Context: an optimization exercise on an open-source flow, tuned for small area and a short achievable clock period. The choices shown serve that exercise and are no tape-out recipe. At most, simulation tests tie the RTL to the original design; equivalence was not proved.

==> inputs of exp/pepper <==
==> flow/design.v (excerpt) <==
module motion_command_word_parser_core (
    input  logic        aclk,
    input  logic        aresetn,
    input  logic        s_valid,
    output logic        s_ready,
    input  logic [7:0]  s_rx_byte,
    output logic        m_valid,
    input  logic        m_ready,
    output logic [2:0]  m_status,
    output logic [1:0]  m_error_axis,
    output logic [16:0] m_x_mils,
    output logic [16:0] m_y_mils,
    output logic [16:0] m_z_mils,
    input  logic        cfg_valid,
    output logic        cfg_ready,
    input  logic [2:0]  cfg_index,
    input  logic [16:0] cfg_data
);
    logic [2:0][16:0] limit_n;   
    logic [2:0][16:0] hold_reg;
    logic [71:0] st;           
    logic [2:0][16:0] val_n;     
    logic [1:0]  lw;           
    logic        sel_act;      
    logic [1:0]  sel_ax;       
    logic [2:0]  idx;          
    logic        discard;
    logic        mv;
    logic [2:0]  status_reg;
    logic [1:0]  axis_reg;
    logic [7:0] b;
    logic [7:0] bu;
    logic is_cr, is_etx, is_sp, is_letter, is_f, is_char, is_dot;
    logic [3:0] code;
    logic accept, act, finish, err_any, wr;
    assign b  = s_rx_byte;
    assign bu = b & 8'hDF;
    always_comb begin
        is_cr     = (b == 8'h0D);
        is_etx    = (b == 8'h03);
        is_sp     = (b == 8'h20);
        is_f      = (bu == 8'h46);
        is_letter = (bu == 8'h58) || (bu == 8'h59) || (bu == 8'h5A) || is_f;
        is_dot    = (b == 8'h2E);
        is_char   = ((b >= 8'h30) && (b <= 8'h39)) || is_dot;
        code      = is_dot ? mcwp_pkg::CODE_DOT : b[3:0];
    end
    assign s_ready   = !mv || m_ready;
  ...
export LEC_CHECK = 0
export ABC_AREA = 1
export ABC_CLOCK_PERIOD_IN_PS = 4500
export CAP_MARGIN = 20
export CORE_MARGIN = 2
export CORE_UTILIZATION = 40
export CTS_CLUSTER_DIAMETER = 120
export CTS_CLUSTER_SIZE = 30
export SETUP_SLACK_MARGIN = 5
export SLEW_MARGIN = 20
create_clock -name core_clock -period 10.0 [get_ports {aclk}]
standard.sh (not shown) runs the stock make flow with config.mk's settings and CLKGATE_MAP_FILE= SYNTH_SCRIPT=/design/flow/synth_recipe.tcl, a recipe that flattens the netlist after the stock synthesis.
==> flow/flow/run.sh <==
#!/bin/bash
# Layout flow: the standard flow (standard synthesis unchanged), with the
# port buffers made from plain buffers instead of delay buffers, the resizer
# allowed to pick any drive strength (not only cells of the same footprint),
# and a larger setup margin for timing repair. Each step's full output is in
# orfs/logs; make's own output is in make_finish.log here.
set -euo pipefail
bash standard.sh \
    "BUFFER_PORTS_ARGS=-buffer_cell sky130_fd_sc_hd__buf_1" \
    MATCH_CELL_FOOTPRINT=0 \
    SETUP_SLACK_MARGIN=5.6 \
    finish > make_finish.log 2>&1
==> exp/onyx (differences from exp/pepper) <==
--- a/flow/design.v
+++ b/flow/design.v
@@ -129,86 +129,86 @@
     assign p_dt[4] = (dt[3]) || (!dt[2] && dt[1]) || (dt[2] && !dt[1] && dt[0]) || (dt[1] && !dt[0]);
     assign p_dt[5] = (dt[2] && !dt[1]) || (dt[2] && !dt[0]);
     assign p_dt[6] = (dt[3]) || (dt[2] && dt[1] && dt[0]);
     logic cs1;
     logic cs2;
-    assign cs1 = p_dK[3] ^ p_dH[3];
-    assign cs2 = p_dK[3] & p_dH[3];
+    assign cs1 = p_dH[2] ^ p_dt[2] ^ du[2];
+    assign cs2 = (p_dH[2] & p_dt[2]) | (p_dH[2] & du[2]) | (p_dt[2] & du[2]);
     logic cs3;
     logic cs4;
-    assign cs3 = p_dT[4] ^ p_dK[4] ^ p_dH[4];
-    assign cs4 = (p_dT[4] & p_dK[4]) | (p_dT[4] & p_dH[4]) | (p_dK[4] & p_dH[4]);
+    assign cs3 = p_dK[3] ^ p_dH[3] ^ p_dt[3];
+    assign cs4 = (p_dK[3] & p_dH[3]) | (p_dK[3] & p_dt[3]) | (p_dH[3] & p_dt[3]);
     logic cs5;
     logic cs6;
-    assign cs5 = p_dT[5] ^ p_dK[5] ^ p_dH[5];
-    assign cs6 = (p_dT[5] & p_dK[5]) | (p_dT[5] & p_dH[5]) | (p_dK[5] & p_dH[5]);
+    assign cs5 = p_dT[4] ^ p_dK[4] ^ p_dH[4];
+    assign cs6 = (p_dT[4] & p_dK[4]) | (p_dT[4] & p_dH[4]) | (p_dK[4] & p_dH[4]);
     logic cs7;
     logic cs8;
-    assign cs7 = p_dT[6] ^ p_dK[6] ^ p_dH[6];
-    assign cs8 = (p_dT[6] & p_dK[6]) | (p_dT[6] & p_dH[6]) | (p_dK[6] & p_dH[6]);
+    assign cs7 = p_dT[5] ^ p_dK[5] ^ p_dH[5];
+    assign cs8 = (p_dT[5] & p_dK[5]) | (p_dT[5] & p_dH[5]) | (p_dK[5] & p_dH[5]);
     logic cs9;
     logic cs10;
-    assign cs9 = p_dT[7] ^ p_dK[7];
-    assign cs10 = p_dT[7] & p_dK[7];
+    assign cs9 = p_dT[6] ^ p_dK[6] ^ p_dH[6];
+    assign cs10 = (p_dT[6] & p_dK[6]) | (p_dT[6] & p_dH[6]) | (p_dK[6] & p_dH[6]);
     logic cs11;
     logic cs12;
-    assign cs11 = p_dT[8] ^ p_dK[8];
-    assign cs12 = p_dT[8] & p_dK[8];
+    assign cs11 = p_dT[7] ^ p_dK[7] ^ p_dH[7];
+    assign cs12 = (p_dT[7] & p_dK[7]) | (p_dT[7] & p_dH[7]) | (p_dK[7] & p_dH[7]);
     logic cs13;
     logic cs14;
-    assign cs13 = p_dT[9] ^ p_dK[9];
-    assign cs14 = p_dT[9] & p_dK[9];
+    assign cs13 = p_dT[8] ^ p_dK[8] ^ p_dH[8];
+    assign cs14 = (p_dT[8] & p_dK[8]) | (p_dT[8] & p_dH[8]) | (p_dK[8] & p_dH[8]);
     logic cs15;
     logic cs16;
-    assign cs15 = p_dH[2] ^ p_dt[2];
-    assign cs16 = p_dH[2] & p_dt[2];
+    assign cs15 = p_dT[9] ^ p_dK[9] ^ p_dH[9];
+    assign cs16 = (p_dT[9] & p_dK[9]) | (p_dT[9] & p_dH[9]) | (p_dK[9] & p_dH[9]);
     logic cs17;
     logic cs18;
-    assign cs17 = cs1 ^ p_dt[3] ^ du[3];
-    assign cs18 = (cs1 & p_dt[3]) | (cs1 & du[3]) | (p_dt[3] & du[3]);
+    assign cs17 = cs2 ^ cs3 ^ du[3];
+    assign cs18 = (cs2 & cs3) | (cs2 & du[3]) | (cs3 & du[3]);
     logic cs19;
     logic cs20;
-    assign cs19 = cs2 ^ cs3 ^ p_dt[4];
-    assign cs20 = (cs2 & cs3) | (cs2 & p_dt[4]) | (cs3 & p_dt[4]);
+    assign cs19 = cs4 ^ cs5 ^ p_dt[4];
+    assign cs20 = (cs4 & cs5) | (cs4 & p_dt[4]) | (cs5 & p_dt[4]);
     logic cs21;
     logic cs22;
-    assign cs21 = cs4 ^ cs5 ^ p_dt[5];
-    assign cs22 = (cs4 & cs5) | (cs4 & p_dt[5]) | (cs5 & p_dt[5]);
+    assign cs21 = cs6 ^ cs7 ^ p_dt[5];
+    assign cs22 = (cs6 & cs7) | (cs6 & p_dt[5]) | (cs7 & p_dt[5]);
     logic cs23;
     logic cs24;
-    assign cs23 = cs6 ^ cs7 ^ p_dt[6];
-    assign cs24 = (cs6 & cs7) | (cs6 & p_dt[6]) | (cs7 & p_dt[6]);
+    assign cs23 = cs8 ^ cs9 ^ p_dt[6];
+    assign cs24 = (cs8 & cs9) | (cs8 & p_dt[6]) | (cs9 & p_dt[6]);
     logic cs25;
     logic cs26;
-    assign cs25 = cs8 ^ cs9 ^ p_dH[7];
-    assign cs26 = (cs8 & cs9) | (cs8 & p_dH[7]) | (cs9 & p_dH[7]);
+    assign cs25 = cs16 ^ p_dT[10] ^ p_dK[10];
+    assign cs26 = (cs16 & p_dT[10]) | (cs16 & p_dK[10]) | (p_dT[10] & p_dK[10]);
     logic cs27;
     logic cs28;
-    assign cs27 = cs10 ^ cs11 ^ p_dH[8];
-    assign cs28 = (cs10 & cs11) | (cs10 & p_dH[8]) | (cs11 & p_dH[8]);
+    assign cs27 = cs24 ^ cs10 ^ cs11;
+    assign cs28 = (cs24 & cs10) | (cs24 & cs11) | (cs10 & cs11);
     logic cs29;
     logic cs30;
-    assign cs29 = cs12 ^ cs13 ^ p_dH[9];
-    assign cs30 = (cs12 & cs13) | (cs12 & p_dH[9]) | (cs13 & p_dH[9]);
+    assign cs29 = cs26 ^ p_dT[11] ^ p_dK[11];
+    assign cs30 = (cs26 & p_dT[11]) | (cs26 & p_dK[11]) | (p_dT[11] & p_dK[11]);
     logic cs31;
     logic cs32;
-    assign cs31 = cs14 ^ p_dT[10] ^ p_dK[10];
-    assign cs32 = (cs14 & p_dT[10]) | (cs14 & p_dK[10]) | (p_dT[10] & p_dK[10]);
+    assign cs31 = cs28 ^ cs12 ^ cs13;
+    assign cs32 = (cs28 & cs12) | (cs28 & cs13) | (cs12 & cs13);
     logic cs33;
     logic cs34;
-    assign cs33 = p_dT[11] ^ p_dK[11];
-    assign cs34 = p_dT[11] & p_dK[11];
+    assign cs33 = cs30 ^ p_dT[12] ^ p_dK[12];
+    assign cs34 = (cs30 & p_dT[12]) | (cs30 & p_dK[12]) | (p_dT[12] & p_dK[12]);
     logic cs35;
     logic cs36;
-    assign cs35 = p_dT[12] ^ p_dK[12];
-    assign cs36 = p_dT[12] & p_dK[12];
+    assign cs35 = cs32 ^ cs14 ^ cs15;
+    assign cs36 = (cs32 & cs14) | (cs32 & cs15) | (cs14 & cs15);
     logic cs37;
     logic cs38;
-    assign cs37 = p_dT[13] ^ p_dK[13];
-    assign cs38 = p_dT[13] & p_dK[13];
-    assign r0 = {p_dT[16], p_dT[15], cs38, cs36, cs34, cs32, cs30, cs28, cs26, cs24, cs22, cs20, cs18, cs16, cs15, p_dt[1], du[0]};
-    assign r1 = {1'b0, 1'b0, p_dT[14], cs37, cs35, cs33, cs31, cs29, cs27, cs25, cs23, cs21, cs19, cs17, du[2], du[1], 1'b0};
+    assign cs37 = cs34 ^ p_dT[13] ^ p_dK[13];
+    assign cs38 = (cs34 & p_dT[13]) | (cs34 & p_dK[13]) | (p_dT[13] & p_dK[13]);
+    assign r0 = {p_dT[16], p_dT[15], cs38, cs37, cs33, cs29, cs36, cs35, cs31, cs27, cs22, cs20, cs18, cs17, cs1, p_dt[1], du[0]};
+    assign r1 = {1'b0, 1'b0, p_dT[14], 1'b0, 1'b0, 1'b0, cs25, 1'b0, 1'b0, 1'b0, cs23, cs21, cs19, 1'b0, 1'b0, du[1], 1'b0};
     assign mils = r0 + r1;
     logic [16:0] nl, cs_s, cs_c;
     logic [17:0] cy;
     assign nl   = limit_n;
     assign cs_s = r0 ^ r1 ^ nl;
--- a/flow/flow/run.sh
+++ b/flow/flow/run.sh
@@ -6,7 +6,7 @@
 # orfs/logs; make's own output is in make_finish.log here.
 set -euo pipefail
 bash standard.sh \
     "BUFFER_PORTS_ARGS=-buffer_cell sky130_fd_sc_hd__buf_1" \
     MATCH_CELL_FOOTPRINT=0 \
-    SETUP_SLACK_MARGIN=5.6 \
+    SETUP_SLACK_MARGIN=5.5 \
     finish > make_finish.log 2>&1
--- a/flow/config.mk
+++ b/flow/config.mk
@@ -9,8 +9,8 @@
 export ABC_CLOCK_PERIOD_IN_PS = 4500
 export CAP_MARGIN = 20
 export CORE_MARGIN = 2
 export CORE_UTILIZATION = 40
 export CTS_CLUSTER_DIAMETER = 120
-export CTS_CLUSTER_SIZE = 30
+export CTS_CLUSTER_SIZE = 27
 export SETUP_SLACK_MARGIN = 5
 export SLEW_MARGIN = 20
==> exp/indigo (differences from exp/pepper) <==
--- a/flow/design.v
+++ b/flow/design.v
@@ -343,11 +343,11 @@
     mcwp_axis_conv u_conv (.digits(conv_in), .limit_n(conv_limit), .mils(conv_mils), .over(conv_over));
     logic [2:0] fin_status;
     logic [1:0] fin_axis;
     always_comb begin
         for (int a = 0; a < 3; a++) begin
-            over[a] = !empty[a] && (fresh[a] ? conv_over : mcwp_pkg::gt17(limit_n[a], val_n[a]));
+            over[a] = !empty[a] && (fresh[a] ? conv_over : mcwp_pkg::gt17(~val_n[a], ~limit_n[a]));
         end
         if (|bad) begin
             fin_status = mcwp_pkg::STATUS_BAD_NUM;
             fin_axis   = bad[2] ? 2'd2 : bad[1] ? 2'd1 : 2'd0;
         end else if (|over) begin
==> flow/flow/run.sh (replaced) <==
#!/bin/bash
# Layout flow: the standard flow, with
#  - synthesis by synth_recipe.tcl unchanged but with ABC mapping the logic
#    by flow/abc_area.script (flow/synth.tcl wraps the abc command);
#  - port buffers made from plain buffers instead of delay buffers;
#  - the resizer allowed to pick any drive strength (not only cells of the
#    same footprint), and a larger setup margin for timing repair.
# Each step's full output is in orfs/logs; make's own output is in
# make_finish.log here.
set -euo pipefail
W=$(pwd)
export MCWP_WORK=$W
export MCWP_ABC_SCRIPT=$W/flow/abc_area.script
bash standard.sh \
    SYNTH_SCRIPT=$W/flow/synth.tcl \
    "BUFFER_PORTS_ARGS=-buffer_cell sky130_fd_sc_hd__buf_1" \
    MATCH_CELL_FOOTPRINT=0 \
    SETUP_SLACK_MARGIN=5.6 \
    finish > make_finish.log 2>&1
==> flow/flow/abc_area.script (new file) <==
strash
&get -n
&st
&dch
&nf -R 20
&put
topo
stime -c
buffer -c
upsize -c
dnsize -c
==> flow/flow/synth.tcl (new file) <==
# The standard flow's synthesis script (synth_recipe.tcl in the work folder) run unchanged,
# except that ABC maps the logic with flow/abc_area.script (area-oriented
# mapping). Registers are not touched by ABC.
proc abc {args} {
  set i [lsearch -exact $args -script]
  if { $i >= 0 } {
    lset args [expr {$i + 1}] $::env(MCWP_ABC_SCRIPT)
  }
  yosys abc {*}$args
}
source $::env(MCWP_WORK)/synth_recipe.tcl
==> notes <==
In exp/onyx the utilization is lower than in exp/indigo, by 1.2 points.
The lowest area after synthesis belongs to exp/indigo, the highest to exp/pepper.
Non-clock buffer count, highest first: exp/pepper, exp/indigo, exp/onyx.
The lowest clock skew belongs to exp/indigo, the highest to exp/onyx.
Only the layout flow was run in exp/pepper; the RTL was not checked for function there.

-- separate check: timing with driven ports --
Ports are ideal in the flow. The routed layouts listed here were re-timed in OpenROAD.
Step 1 assumes that a clkbuf_16 drives the clock port and a buf_2 every other input.
Step 2 adds t to the input delays and takes it off the output delays; t is the mean of the earliest and latest rising clock arrival at the registers after step 1. Input paths then give back, and output paths get back, about the clock's delay inside the block.
a / b / c = ideal / step 1 / step 2; a / b = the first two.
run	t (ns)	setup slack, ns	worst setup path after step 2	latest minus earliest clock arrival (ns)	worst slew at a driven data input, ns
exp/pepper	0.545	5.646 / 5.626 / 5.233	input to register	0.035 / 0.036	0.05
exp/onyx	0.541	5.592 / 5.571 / 5.186	input to register	0.038 / 0.038	0.04
exp/indigo	0.540	5.362 / 5.361 / 5.360	input to register	0.024 / 0.024	0.05
After both steps every run listed still meets setup and hold. The setup slack of exp/pepper, which loses most, moves by -0.020 ns with the drivers and by -0.413 ns with both steps.
